Background: an optimization exercise with open tools, aiming at small area. Do not read the settings as production practice.
RTL that was checked went through simulation tests only; none was proved equivalent to the original.
Power figures rest on the tool's default switching activity, not on a simulated workload.

main:
Design priority_command_queue_with_cancel, start of the top module:
module priority_command_queue_with_cancel #(
  parameter int MAX_COMMANDS   = 32,
  parameter int MAX_PRIORITIES = 8
) (
  input  logic        clk,
  input  logic        rst_n,
  input  logic        in_tvalid,
  output logic        in_tready,
  input  logic [15:0] in_tdata,    
  output logic        out_tvalid,
  input  logic        out_tready,
  output logic [15:0] out_tdata,   
  input  logic        cfg_valid,
  output logic        cfg_ready,
  input  logic [0:0]  cfg_index,
  input  logic [3:0]  cfg_data
);
export LEC_CHECK = 0
export ABC_AREA = 1
export CAP_MARGIN = 20
export CORE_MARGIN = 2
export CORE_UTILIZATION = 40
export CTS_BUF_LIST = sky130_fd_sc_hd__clkbuf_4
export CTS_CLUSTER_SIZE = 30
export SLEW_MARGIN = 20
create_clock -name core_clock -period 7.0 [get_ports {clk}]
run.sh (not shown) runs the stock make flow with config.mk's settings and CLKGATE_MAP_FILE= SYNTH_SCRIPT=/design/flow/synth_recipe.tcl, a recipe that flattens the netlist after the stock synthesis.
### main -> the feature branch
-- flow/config.mk --
<<< main, line 7
export LEC_CHECK = 0
export ABC_AREA = 1
export CAP_MARGIN = 20
>>> the feature branch, line 7
export LEC_CHECK = 0
export CAP_MARGIN = 20
<<< main, line 11
export CORE_UTILIZATION = 40
export CTS_BUF_LIST = sky130_fd_sc_hd__clkbuf_4
export CTS_CLUSTER_SIZE = 30
export SLEW_MARGIN = 20
>>> the feature branch, line 10
export CORE_UTILIZATION = 40
export SLEW_MARGIN = 20
## What came out
Summary: with main as the reference, design area in the feature branch moved down slightly. Comparing the feature branch and main, the lower number of antenna cells inserted was measured on the feature branch. Looking at logic gate share of total power across the feature branch and main, the one that comes out lower is the feature branch. Comparing the feature branch with main, the highest cell delay on the worst timing path came out essentially unchanged.

priority_command_queue_with_cancel, a different RTL version from the one above (not shown whole).
Size in the first run: ~270 flip-flops, about 0.0072 mm² of cells after synthesis.
clock: 7.0 ns
lec_check: 0
cap_margin: 20
core_margin: 2
core_utilization: 60
slew_margin: 20
standard.sh (not shown) runs the stock make flow with config.mk's settings and CLKGATE_MAP_FILE= SYNTH_SCRIPT=/design/flow/synth_recipe.tcl, a recipe that flattens the netlist after the stock synthesis.
==> flow/flow/run.sh <==
#!/bin/bash
# The standard layout with these changes:
# - synthesis is the standard flow's own (synth_recipe.tcl) except that ABC maps the
#   combinational logic with flow/area.abc (flow/synth.tcl); registers come
#   out as in the standard synthesis;
# - after floorplanning the combinational logic is re-mapped for area and
#   unused tie cells are removed (flow/post_floorplan.tcl);
# - CTS inserts no dummy loads and uses small clusters of clkbuf_4;
# - ports are buffered with buf_1;
# - non-critical gates are downsized after global routing.
# make's output goes to make_finish.log; each step's log is under orfs/logs.
set -euo pipefail
here=$(pwd)
export PCQ_FLOW_DIR="$here/flow"
export PCQ_WORK_DIR="$here"
bash standard.sh \
  "SYNTH_SCRIPT=$here/flow/synth.tcl" \
  "POST_FLOORPLAN_TCL=$here/flow/post_floorplan.tcl" \
  'CTS_ARGS=-sink_clustering_enable -repair_clock_nets -dont_use_dummy_load -buf_list sky130_fd_sc_hd__clkbuf_4 -sink_clustering_size 11 -sink_clustering_max_diameter 45' \
  'BUFFER_PORTS_ARGS=-buffer_cell sky130_fd_sc_hd__buf_1' \
  RECOVER_POWER=100 \
  finish > make_finish.log 2>&1
Other scripts of this flow, unchanged in this note and not shown: flow/flow/area.abc, flow/flow/post_floorplan.tcl, flow/flow/synth.tcl
The first run produced a clean layout.
==> next run, changes <==
--- a/flow/flow/run.sh
+++ b/flow/flow/run.sh
@@ -17,5 +17,5 @@
   "SYNTH_SCRIPT=$here/flow/synth.tcl" \
   "POST_FLOORPLAN_TCL=$here/flow/post_floorplan.tcl" \
-  'CTS_ARGS=-sink_clustering_enable -repair_clock_nets -dont_use_dummy_load -buf_list sky130_fd_sc_hd__clkbuf_4 -sink_clustering_size 11 -sink_clustering_max_diameter 45' \
+  'CTS_ARGS=-sink_clustering_enable -repair_clock_nets -dont_use_dummy_load -buf_list {sky130_fd_sc_hd__clkbuf_2 sky130_fd_sc_hd__clkbuf_4} -sink_clustering_size 12 -sink_clustering_max_diameter 45' \
   'BUFFER_PORTS_ARGS=-buffer_cell sky130_fd_sc_hd__buf_1' \
   RECOVER_POWER=100 \
CORE_UTILIZATION = 40   (was 60)
=> Total power rose by about 0.7%; core utilization fell by 22 points; maximum frequency rises by 1.7%.
==> next run, changes <==
--- a/flow/flow/run.sh
+++ b/flow/flow/run.sh
@@ -17,5 +17,5 @@
   "SYNTH_SCRIPT=$here/flow/synth.tcl" \
   "POST_FLOORPLAN_TCL=$here/flow/post_floorplan.tcl" \
-  'CTS_ARGS=-sink_clustering_enable -repair_clock_nets -dont_use_dummy_load -buf_list {sky130_fd_sc_hd__clkbuf_2 sky130_fd_sc_hd__clkbuf_4} -sink_clustering_size 12 -sink_clustering_max_diameter 45' \
+  'CTS_ARGS=-sink_clustering_enable -repair_clock_nets -dont_use_dummy_load -buf_list sky130_fd_sc_hd__clkbuf_4 -sink_clustering_size 12 -sink_clustering_max_diameter 45' \
   'BUFFER_PORTS_ARGS=-buffer_cell sky130_fd_sc_hd__buf_1' \
   RECOVER_POWER=100 \
CORE_UTILIZATION = 80   (was 40)
Result: Die area decreases by well over a third. Non-clock buffer count stays the same. Sequential cell count is unchanged. Final area is lower by a few percent. Routed wire length grows by about a fifth. Setup slack gets better by 0.14 ns. Via count rose by a little under a tenth. Synthesized area stays flat. Power shrinks slightly. Worst hold slack gains 0.050 ns. Maximum frequency increases by a few percent.
==> next run, changes <==
CORE_UTILIZATION = 40   (was 80)
Setup slack is worse by 0.14 ns. Routed wire length decreases by 15%. Sequential share of layout area went down by 1.9 points. Non-clock buffer count is unchanged. Cell area rose by 2.5%.
==> next run, changes <==
CORE_UTILIZATION = 60   (was 40)
The new run completed with no timing, DRC or antenna violations.
Core utilization rose by 22 points.
Clock power is lower by 5.7%.
Setup slack degrades by 0.026 ns.

== old ==
priority_command_queue_with_cancel, a different RTL version from the one above (not shown whole).
Size in the first run: about 580 cells after synthesis, ~45 I/O pins, roughly 8400 um^2 of cells after synthesis.
==> flow/config.mk <==
export PLATFORM = sky130hd
export DESIGN_NAME = priority_command_queue_with_cancel
export DESIGN_NICKNAME = priority_command_queue_with_cancel
export VERILOG_FILES = /design/flow/design.v
export SDC_FILE = /design/flow/constraint.sdc
export NUM_CORES = 4
export LEC_CHECK = 0
export CAP_MARGIN = 20
export CORE_MARGIN = 2
export CORE_UTILIZATION = 40
export SLEW_MARGIN = 20
==> flow/constraint.sdc <==
create_clock -name core_clock -period 7.0 [get_ports {clk}]
set_input_delay 1.4000 -clock core_clock [delete_from_list [all_inputs] [get_ports {clk}]]
set_output_delay 1.4000 -clock core_clock [all_outputs]
set_load 0.01 [all_outputs]
==> flow/flow/run.sh <==
#!/bin/bash
# Standard layout, with CTS not inserting dummy loads and ports buffered with buf_1.
set -euo pipefail
bash standard.sh \
  'CTS_ARGS=-sink_clustering_enable -repair_clock_nets -dont_use_dummy_load' \
  'BUFFER_PORTS_ARGS=-buffer_cell sky130_fd_sc_hd__buf_1' \
  finish > make_finish.log 2>&1
The following lists how new was set up differently from old:
-- flow/flow/run.sh --
<<< old, line 5
  'CTS_ARGS=-sink_clustering_enable -repair_clock_nets -dont_use_dummy_load' \
>>> new, line 5
  'CTS_ARGS=-sink_clustering_enable -repair_clock_nets -dont_use_dummy_load -buf_list sky130_fd_sc_hd__clkbuf_4 -sink_clustering_size 20' \
### Flow results
Against old, new reports a cell leakage power that is lower. Between old and new, the sum of net half-perimeters after detailed placement figures differ only marginally. Reported for old and new, final antenna diode count turned out identical to the last digit. Worst hold slack: new < old. Number of global-route vias before repair was lower in the run labelled old. Comparing old and new, the lower final cell count without fillers is on old. new has setup slack below what old had. Layout-stage area growth over the synthesis result, old and new, higher one = old.
No run of this note included a check of the RTL's function; only the layout flow was run.

build 10:
Another version of the RTL of priority_command_queue_with_cancel (not shown whole).
For scale: ~550 cells after synthesis, roughly 8100 um^2 of cells after synthesis.
## priority_command_queue_with_cancel
module priority_command_queue_with_cancel #(
  parameter int MAX_COMMANDS   = 32,
  parameter int MAX_PRIORITIES = 8
) (
  input  logic        clk,
  input  logic        rst_n,
  input  logic        in_tvalid,
  output logic        in_tready,
  input  logic [15:0] in_tdata,    
  output logic        out_tvalid,
  input  logic        out_tready,
  output logic [15:0] out_tdata,   
  input  logic        cfg_valid,
  output logic        cfg_ready,
  input  logic [0:0]  cfg_index,
  input  logic [3:0]  cfg_data
);
export LEC_CHECK = 0
export CAP_MARGIN = 20
export CORE_MARGIN = 2
export CORE_UTILIZATION = 40
export SLEW_MARGIN = 20
create_clock -name core_clock -period 7.0 [get_ports {clk}]
==> flow/flow/run.sh <==
#!/bin/bash
# Standard layout with these changes: the combinational logic is re-mapped for
# area after floorplanning (flow/post_floorplan.tcl), CTS inserts no dummy loads
# and uses small clusters of clkbuf_4, ports are buffered with buf_1, and
# non-critical gates are downsized after global routing.
set -euo pipefail
here=$(pwd)
bash standard.sh \
  "POST_FLOORPLAN_TCL=$here/flow/post_floorplan.tcl" \
  'CTS_ARGS=-sink_clustering_enable -repair_clock_nets -dont_use_dummy_load -buf_list sky130_fd_sc_hd__clkbuf_4 -sink_clustering_size 11 -sink_clustering_max_diameter 60' \
  'BUFFER_PORTS_ARGS=-buffer_cell sky130_fd_sc_hd__buf_1' \
  RECOVER_POWER=100 \
  finish > make_finish.log 2>&1
==> flow/flow/post_floorplan.tcl <==
# Run after ORFS's floorplan step: re-map the combinational logic for area.
# Registers, ports and function stay the same.
set rs_dir [file join $::env(OBJECTS_DIR) restructure]
file mkdir $rs_dir
report_design_area
restructure -target area \
  -liberty_file [lindex $::env(LIB_FILES) 0] \
  -tielo_port [join $::env(TIELO_CELL_AND_PORT) /] \
  -tiehi_port [join $::env(TIEHI_CELL_AND_PORT) /] \
  -work_dir $rs_dir
report_design_area
### build 10 -> build 34
==> flow/flow/run.sh <==
#!/bin/bash
# Standard layout, with CTS not inserting dummy loads and ports buffered with buf_1.
set -euo pipefail
bash standard.sh \
  'CTS_ARGS=-sink_clustering_enable -repair_clock_nets -dont_use_dummy_load -buf_list sky130_fd_sc_hd__clkbuf_4 -sink_clustering_size 10 -sink_clustering_max_diameter 50' \
  'BUFFER_PORTS_ARGS=-buffer_cell sky130_fd_sc_hd__buf_1' \
  RECOVER_POWER=100 \
  finish > make_finish.log 2>&1
removed: flow/flow/post_floorplan.tcl
Results
Summary: with build 10 as the reference, vias after detailed routing in build 34 moved up slightly.
Summary — worst setup slack, build 34 relative to build 10: higher, by 0.47 ns.
Changes observed in build 34 relative to build 10: sequential cell count ~0 delta, hold slack up 0.0047 ns, count of clock-buffer cells in the layout rose by 4.
Cell with the largest stage delay on the worst path: sky130_fd_sc_hd__clkbuf_1 -> build 34, sky130_fd_sc_hd__nor4b_1 -> build 10
Row flip-flop and latch share of the layout cell area: build 34 lower / build 10 higher
### build 34 -> build 70
==> flow/flow/run.sh <==
#!/bin/bash
# Standard layout, with CTS not inserting dummy loads and ports buffered with buf_1.
set -euo pipefail
bash standard.sh \
  'CTS_ARGS=-sink_clustering_enable -repair_clock_nets -dont_use_dummy_load -buf_list sky130_fd_sc_hd__clkbuf_4 -sink_clustering_size 11 -sink_clustering_max_diameter 60' \
  'BUFFER_PORTS_ARGS=-buffer_cell sky130_fd_sc_hd__buf_1' \
  RECOVER_POWER=100 \
  finish > make_finish.log 2>&1
[summary]
On global-route usage, build 34 and build 70 are neck and neck. Core util | build 70 vs build 34 | build 70 lower. From build 34 to build 70 the numbers moved as follows: total power consumption of the routed design shows a reduction of about 0.9%; average routed wire per standard cell +0.76%; fmax lost 1.1%; sequential fraction of total cell area went up 0.28 points; count of plain and timing-repair buffers in the layout ~0 delta. Fraction of the cycle the final worst path needs: build 70 vs build 34 up 0.57 points.

re-timing with driven ports:
The results above use ideal ports. As a check the final layouts listed here were re-extracted and re-timed, cells and wires unchanged. Step 1 assumes that a clkbuf_16 drives the clock port and a buf_2 every other input. Step 2 moves the port delays by t, midway between the first and last clock arrival at a register: inputs arrive t later, outputs are due t later. That takes back most of the time a late clock gives input paths. Three values: no drivers, after step 1, after step 2; two values: the first two.
run	t (ns)	slack for setup (ns)	worst setup path at the end
main	0.667	2.955 / 2.917 / 3.584	register to output
the feature branch	0.570	3.123 / 3.080 / 3.650	register to output
the first run of note 2	0.639	2.542 / 2.510 / 3.149	register to output
the second run of note 2	0.638	2.616 / 2.580 / 3.218	register to output
the third run of note 2	0.611	2.752 / 2.722 / 3.217	register to register
the fourth run of note 2	0.638	2.616 / 2.580 / 3.218	register to output
the fifth run of note 2	0.625	2.590 / 2.557 / 3.182	register to output
old	0.562	3.471 / 3.425 / 3.987	register to output
new	0.648	3.370 / 3.335 / 3.983	register to output
build 10	0.578	2.970 / 2.970 / 2.970	register to register
build 34	0.628	3.437 / 3.397 / 3.799	register to register
build 70	0.637	3.397 / 3.358 / 3.869	register to register
After both steps every run listed still meets setup and hold.
